This is an optimization exercise on Yosys and OpenROAD, whose aim is small area, a short achievable clock period and few clock cycles per item, not a production implementation.
Only simulation tests tie the RTL to the original design; equivalence was not proved.
No activity file was given, so power comes from the tool's default toggle rates.

File: flow/design.v
`default_nettype none
package fsubm_pkg;
  localparam int MAX_NEEDLE  = 16;
  localparam int OFFSET_BITS = 32;
  localparam int CAP       = (MAX_NEEDLE < 16) ? MAX_NEEDLE : 16;
  localparam int WIN_DEPTH = CAP - 1;
  localparam int LEN_W     = $clog2(CAP + 1);
  localparam int Q_DEPTH = 4;
  localparam int Q_PTR_W = $clog2(Q_DEPTH);
  localparam int ADDR_W = 5;
  localparam int DATA_W = 64;
  localparam logic [1:0] REG_FIRST  = 2'd0;
  localparam logic [1:0] REG_NEXT   = 2'd1;
  localparam logic [1:0] REG_LENGTH = 2'd2;
  typedef struct packed {
    logic [7:0] hay;
    logic       last;
  } hay_word_t;
  typedef struct packed {
    logic [63:0] first;
    logic [63:0] next;
    logic [4:0]  length;
  } needle_cfg_t;
endpackage
`default_nettype wire
`default_nettype none
import fsubm_pkg::*;
module fsubm_front
(
  input  wire logic       clk,
  input  wire logic       rst,
  input  wire logic       in_valid,
  output logic            in_ready,
  input  wire logic [7:0] hay_byte,
  input  wire logic       last_byte,
  output logic            q_valid,
  output logic [8:0]      q_word,
  input  wire logic       q_pop
);
  logic [8:0]           slots [0:Q_DEPTH-1];
  logic [Q_PTR_W-1:0]   wr_ptr;
  logic [Q_PTR_W-1:0]   rd_ptr;
  logic [Q_PTR_W:0]     count;
  logic                 push;
  logic                 pop;
  assign in_ready = (count != (Q_PTR_W+1)'(Q_DEPTH));
  assign q_valid  = (count != '0);
  assign q_word   = slots[rd_ptr];
  assign push     = in_valid && in_ready;
  assign pop      = q_pop && q_valid;
  always_ff @(posedge clk) begin
    if (push) begin
      slots[wr_ptr] <= {hay_byte, last_byte};
    end
  end
  always_ff @(posedge clk) begin
    if (rst) begin
      wr_ptr <= '0;
      rd_ptr <= '0;
      count  <= '0;
    end else begin
      if (push) begin
        wr_ptr <= wr_ptr + 1'b1;
      end
      if (pop) begin
        rd_ptr <= rd_ptr + 1'b1;
      end
      if (push && !pop) begin
        count <= count + 1'b1;
      end else if (pop && !push) begin
        count <= count - 1'b1;
      end
    end
  end
endmodule
`default_nettype wire
`default_nettype none
import fsubm_pkg::*;
module fsubm_back
(
  input  wire logic        clk,
  input  wire logic        rst,
  input  wire logic [132:0] cfg_bits,
  input  wire logic        q_valid,
  input  wire logic [8:0]  q_word_bits,
  output logic             q_pop,
  output logic             out_valid,
  input  wire logic        out_ready,
  output logic             found,
  output logic [31:0]      offset
);
  fsubm_pkg::needle_cfg_t            cfg;
  fsubm_pkg::hay_word_t              q_word;
  logic [7:0]             window [0:WIN_DEPTH-1];
  logic [OFFSET_BITS-1:0] bytes_seen;
  logic                   match_reported;
  logic                   take;
  logic [LEN_W-1:0]       len_eff;
  logic [7:0]             cur [0:CAP-1];
  logic                   hit;
  logic [127:0]           needle_all;
  logic                   eligible;
  logic [OFFSET_BITS-1:0] len_m1;
  logic [OFFSET_BITS-1:0] off;
  logic                   off_fits;
  logic                   res_valid;
  logic                   res_found;
  logic [31:0]            res_offset;
  assign cfg    = cfg_bits;
  assign q_word = q_word_bits;
  assign take  = q_valid && (!out_valid || out_ready);
  assign q_pop = take;
  always_comb begin
    if (cfg.length > 5'(CAP)) begin
      len_eff = LEN_W'(CAP);
    end else begin
      len_eff = cfg.length[LEN_W-1:0];
    end
  end
  always_comb begin
    cur[0] = q_word.hay;
    for (int k = 1; k < CAP; k++) begin
      cur[k] = window[k-1];
    end
  end
  assign needle_all = {cfg.next, cfg.first};
  always_comb begin
    logic [4:0] jj;
    hit = 1'b1;
    for (int k = 0; k < CAP; k++) begin
      jj = 5'(len_eff) - 5'd1 - 5'(k);
      if (5'(k) < 5'(len_eff)) begin
        if (needle_all[{jj[3:0], 3'b000} +: 8] != cur[k]) begin
          hit = 1'b0;
        end
      end
    end
  end
  assign len_m1   = OFFSET_BITS'(len_eff) - OFFSET_BITS'(1);
  assign eligible = (bytes_seen != '1) && (bytes_seen >= len_m1);
  assign off      = bytes_seen - len_m1;
  assign off_fits = (64'(off) <= 64'h0000_0000_FFFF_FFFF);
  always_comb begin
    res_valid  = 1'b0;
    res_found  = 1'b0;
    res_offset = '0;
    if (!match_reported) begin
      if (len_eff == '0) begin
        res_valid = 1'b1;
        res_found = 1'b1;
      end else if (eligible && hit && off_fits) begin
        res_valid  = 1'b1;
        res_found  = 1'b1;
        res_offset = 32'(off);
      end
      if (q_word.last && !res_found) begin
        res_valid = 1'b1;
      end
    end
  end
  always_ff @(posedge clk) begin
    if (take && !match_reported) begin
      window[0] <= q_word.hay;
      for (int i = 1; i < WIN_DEPTH; i++) begin
        window[i] <= window[i-1];
      end
    end
  end
  always_ff @(posedge clk) begin
    if (rst) begin
      bytes_seen     <= '0;
      match_reported <= 1'b0;
      out_valid      <= 1'b0;
    end else begin
      if (take) begin
        out_valid <= res_valid;
      end else if (out_ready) begin
        out_valid <= 1'b0;
      end
      if (take) begin
        if (q_word.last) begin
          bytes_seen     <= '0;
          match_reported <= 1'b0;
        end else if (!match_reported) begin
          if (bytes_seen != '1) begin
            bytes_seen <= bytes_seen + 1'b1;
          end
          match_reported <= res_found;
        end
      end
    end
  end
  always_ff @(posedge clk) begin
    if (take && res_valid) begin
      found  <= res_found;
      offset <= res_offset;
    end
  end
endmodule
`default_nettype wire
`default_nettype none
import fsubm_pkg::*;
module first_substring_match_top
(
  input  wire logic              clk,
  input  wire logic              rst,
  input  wire logic              in_valid,
  output logic                   in_ready,
  input  wire logic [7:0]        hay_byte,
  input  wire logic              last_byte,
  output logic                   out_valid,
  input  wire logic              out_ready,
  output logic                   found,
  output logic [31:0]            offset,
  input  wire logic              psel,
  input  wire logic              penable,
  input  wire logic              pwrite,
  input  wire logic [ADDR_W-1:0] paddr,
  input  wire logic [DATA_W-1:0] pwdata,
  output logic [DATA_W-1:0]      prdata,
  output logic                   pready
);
  fsubm_pkg::needle_cfg_t cfg;
  logic        cfg_write;
  logic [1:0]  reg_sel;
  logic        q_valid;
  logic [8:0]  q_word;
  logic        q_pop;
  assign pready    = 1'b1;
  assign reg_sel   = paddr[4:3];
  assign cfg_write = psel && penable && pwrite && pready;
  always_ff @(posedge clk) begin
    if (rst) begin
      cfg <= '0;
    end else if (cfg_write) begin
      case (reg_sel)
        REG_FIRST:  cfg.first  <= pwdata;
        REG_NEXT:   cfg.next   <= pwdata;
        REG_LENGTH: cfg.length <= pwdata[4:0];
        default:    ;
      endcase
    end
  end
  always_comb begin
    case (reg_sel)
      REG_FIRST:  prdata = cfg.first;
      REG_NEXT:   prdata = cfg.next;
      REG_LENGTH: prdata = DATA_W'(cfg.length);
      default:    prdata = '0;
    endcase
  end
  fsubm_front u_front (
    .clk       (clk),
    .rst       (rst),
    .in_valid  (in_valid),
    .in_ready  (in_ready),
    .hay_byte  (hay_byte),
    .last_byte (last_byte),
    .q_valid   (q_valid),
    .q_word    (q_word),
    .q_pop     (q_pop)
  );
  fsubm_back u_back (
    .clk       (clk),
    .rst       (rst),
    .cfg_bits  (cfg),
    .q_valid   (q_valid),
    .q_word_bits (q_word),
    .q_pop     (q_pop),
    .out_valid (out_valid),
    .out_ready (out_ready),
    .found     (found),
    .offset    (offset)
  );
endmodule
`default_nettype wire
File: flow/run.sh
#!/bin/bash
# synth_recipe.tcl (not shown) runs the flow's synth.tcl, then flattens the netlist and writes it again
# the make line also repeats each setting of config.mk as NAME=value (left out here)
make -C /OpenROAD-flow-scripts/flow DESIGN_CONFIG=/design/flow/config.mk WORK_HOME=/design/flow/orfs CLKGATE_MAP_FILE= SYNTH_SCRIPT=/design/flow/synth_recipe.tcl finish
File: flow/config.mk
export PLATFORM = sky130hd
export DESIGN_NAME = first_substring_match_top
export DESIGN_NICKNAME = first_substring_match_top
export VERILOG_FILES = /design/flow/design.v
export SDC_FILE = /design/flow/constraint.sdc
export NUM_CORES = 4
export LEC_CHECK = 0
export CAP_MARGIN = 20
export CORE_MARGIN = 2
export CORE_UTILIZATION = 40
export SLEW_MARGIN = 20
File: flow/constraint.sdc
create_clock -name core_clock -period 7.0 [get_ports {clk}]
set_input_delay 1.4000 -clock core_clock [delete_from_list [all_inputs] [get_ports {clk}]]
set_output_delay 1.4000 -clock core_clock [all_outputs]
set_load 0.01 [all_outputs]
==> results.cfg <==
[setup_path]
worstReg2RegStart = cfg[4]$_SDFFE_PP0P_
cp_cell_sequence = buf_4, and2b_2, clkinv_2, buf_4, buf_4, mux2i_1, mux2i_1, mux4_2, xor2_1, nor2_1, a31o_2, o2111ai_1, a2111o_1, or3_1, a311oi_4, buf_4
cp-start-kind = flop
startpoint = cfg[4]$_SDFFE_PP0P_
path_buf_inv = 5
critical_path_required_ns = 7.26
r2r_cells = 16
criticalPathCategory = flop to flop
r2r_end = u_back.offset[0]$_SDFFCE_PP0P_
endpoint = u_back.offset[0]$_SDFFCE_PP0P_
timing.critical_path.mode_cell = buf_4
crit_path_end_kind = flop
worstSetupPathDepth = 16
r2r_slack_ns = 0.92
crit_path_max_fanout = 40
slowest_stage = mux2i_1
max_stage_delay_ns = 0.72
path_delay_family = buffers and inverters
cp.arrival_ns = 6.34

[placement]
gp_congestion = 0.974
portBuffers = 180
place.detailed.hpwl_um = 70300

[global_routing]
grt_first_pass_wirelength_um = 135000
grt_max_degree = 82
track_usage = 0.287
antenna_found_initial = 1
grt-ovfl-total = 0
grt_pass1_vias = 20100

[synthesis]
synth_largest_type_area_fraction = 0.231
netlist_instances = 2450
yosysMostFrequentCell = nand2_1
synth_cell_types = 82
seq_area_frac_synth = 0.374
synth-edff-count = 189
yosysWarningCount = 5
yosys.area.top_type = edfxtp_1
ys.flop_type = edfxtp_1
synth-seq-cells = 365
async_flop_share = 0
synth_common_cells = 337 x nand2_1, 269 x mux2i_1, 210 x a21oi_1
avgSynthCellArea_um2 = 10.0
syn_area_mm2 = 0.0246
syn_nets = 2585
ys_top_cells_by_area = edfxtp_1 23%, dfxtp_1 14%, mux4_2 11%, mux2i_1 11%, nand2_1 5.1%

[cells_and_area]
regArea_mm2 = 0.00920
diodes = 0
final_nets = 2715
n_fill_cell = 5626
layout-drive-gt1-share = 0.125
area_delta_synth_final_pct = 16.7
multiInputGateArea_mm2 = 0.0146

[route]
wirelength_um = 92700
wl_per_cell_um = 27.3
vias_per_cell = 6.26
drtAntennaViolNets = 0
via_count = 21300
drtIter0Drc = 2303
drc = 0
firstDrtPassIters = 6

[die]
die_h_um = 252
start_util = 0.406
coreArea_mm2 = 0.0606
io_pins = 185
die_w_um = 252
row_count = 90
die-area_mm2 = 0.0635

[sta]
fin_tns_setup_ns = 0
tightest_slew_ns = 0.986
fin_crit_sh = 0.869
rsz0062_at_grt = no
period_minus_slack_ns = 6.08
finalHoldViolCount = 0
max_freq_mhz = 164
slew_headroom = 0.336
finalMaxSlewViolations = 0
finClkSkew_ns = 0.0338
setup_viol = 0

[clock_tree]
cts_hold_buffers = 0
postCtsSetupBuffers = 0
cts_made_buffers = 44
cts_tree = yes
clkSlewWorstSetupHoldPaths_ns = 0.06
cts.repair.resized = 0
cts-htree-levels = 2
cts-root-buf = clkbuf_16
cts_sinks = 365
clockBufferDepth = 3
clk_latency_ns = 0.60

[pwr]
peakVddDrop_v = 0.000213
cellPowerDensity_mw_per_mm2 = 272
power_w = 0.00780
power.leakage_nw = 10.4

[run]
cap_viol_max_count = 0

[worst_hold_path]
hold_class = flop to flop
min-delay-start = u_back.window[8][2]$_DFFE_PP_

[run_status]
status = no timing/DRC/antenna violations
## cell families (layout without fill, tap and decap cells)
group / count (synthesis) / count (layout) / synth area share
simple gates: 773 / 773 / 0.148
compound gates: 472 / 472 / 0.121
mux: 430 / 430 / 0.239
flops: 365 / 365 / 0.374
buf+inv: 202 / 365 / 0.0360
xor+xnor: 156 / 156 / 0.0565
fa+ha+maj: 51 / 51 / 0.0264
other cells: 1 / 1 / 0.000152
## stage by stage
stage	cells	worst slack, ns	instance area, um2	util	hold slack, ns
floorplan	2450	0.0547	24600	-	0.426
global placement	3315	1.09	27200	0.449	0.442
detailed placement	3315	1.04	27200	0.449	0.444
CTS	3394	1.00	28700	0.474	0.466
global route	3395	0.573	28700	0.474	0.474
finish	3395	0.919	28700	0.474	0.468
## placed cells by master (no fill, tap or decap), types with 14 or more instances in the layout
cell type        synthesis  final
a22oi_1                 26     26
a2bb2oi_1               18     18
nor3_1                  63     62
or4_1                   14     14
nand3_1                 61     61
mux2_2                  40     40
dfxtp_1                176    174
xnor2_1                 80     80
nor2_1                 138    137
clkbuf_16                0     48
mux2i_1                269    269
nor4_1                  23     23
or3_1                   17     16
o22ai_1                 25     25
o2111ai_1               25     25
inv_1                   32     32
mux4_2                 121    121
and3_1                  19     19
nand2_1                337    337
nand4_1                 27     27
a21oi_1                210    210
ha_1                    48     47
edfxtp_1               189    189
o21ai_0                 56     56
a21o_1                  27     27
buf_4                   10     66
xor2_1                  73     73
clkdlybuf4s50_1          0    177
## power breakdown
group          switching, W  total, W  leakage, nW  internal, W
sequential         0.000481   0.00354         3.22      0.00306
combinational       0.00113   0.00189         6.41     0.000761
clock              0.000956   0.00237        0.726      0.00141
total               0.00256   0.00780         10.4      0.00524
## worst min path at each step
| stage | slack, ns | depth (start not counted) | end |
|---|---|---|---|
| after global placement | 0.44 | 0 | u_back.window[11][1]$_DFFE_PP_ |
| final | 0.47 | 0 | u_back.window[9][2]$_DFFE_PP_ |
| after global routing | 0.47 | 0 | u_back.window[5][2]$_DFFE_PP_ |
| after floorplan | 0.43 | 0 | u_back.window[11][1]$_DFFE_PP_ |
| after CTS | 0.47 | 0 | u_back.window[11][4]$_DFFE_PP_ |
| after detailed placement | 0.44 | 0 | u_back.window[11][4]$_DFFE_PP_ |
## metal layers
metal	wire (um)	global-route usage	vias up
met3	8360	0.0582	185
met1	39000	0.393	10500
met5	0	0	-
met4	3060	0.0969	0
met2	42300	0.452	1039
li1	-	-	9481
## flip-flops by register name, summed over array words and instances, names as in the netlist, named ones only
register               flops
u_back.match_reported      1
u_front.count              3
u_back.bytes_seen         32
cfg                      133
u_back.offset             32
u_back.found               1
u_back.window            120
u_front.wr_ptr             2
u_front.slots             36
u_back.out_valid           1
u_front.rd_ptr             2
## final cells by class
type / count / area share
sequential: 365 / 0.320
clock inverter: 14 / 0.00562
multi-input combinational: 1883 / 0.507
inverter: 38 / 0.00501
timing repair buffer: 248 / 0.0819
clock buffer: 65 / 0.0458
tap: 782 / 0.0341
Testbench counts, summed over its fixed seeds: cycles 379,166, bytes 379,052.

[separate check: timing with driven ports]
The flow's constraints put no driver on any port. The routed layout listed below was extracted and timed again, unchanged, in two steps.
Step 1: set_driving_cell puts a clkbuf_16 on clk and a buf_2 on each other input, an assumption about the parent block.
Step 2 times the ports against the registers' clock, not the clock port: input delays grow and output delays shrink by t, the midpoint of the rising clock arrivals with the driver on.
Three values: ideal, step 1, step 2; two values: the first two.
shift t [ns]: 0.641
slack for setup (ns): 0.919 / 0.919 / 0.919
worst slew at a driven data input, ns: 0.10
After both steps setup and hold are still met in this run. For this run, drivers alone change the setup slack by 0.000 ns; drivers and shift together by 0.000 ns.
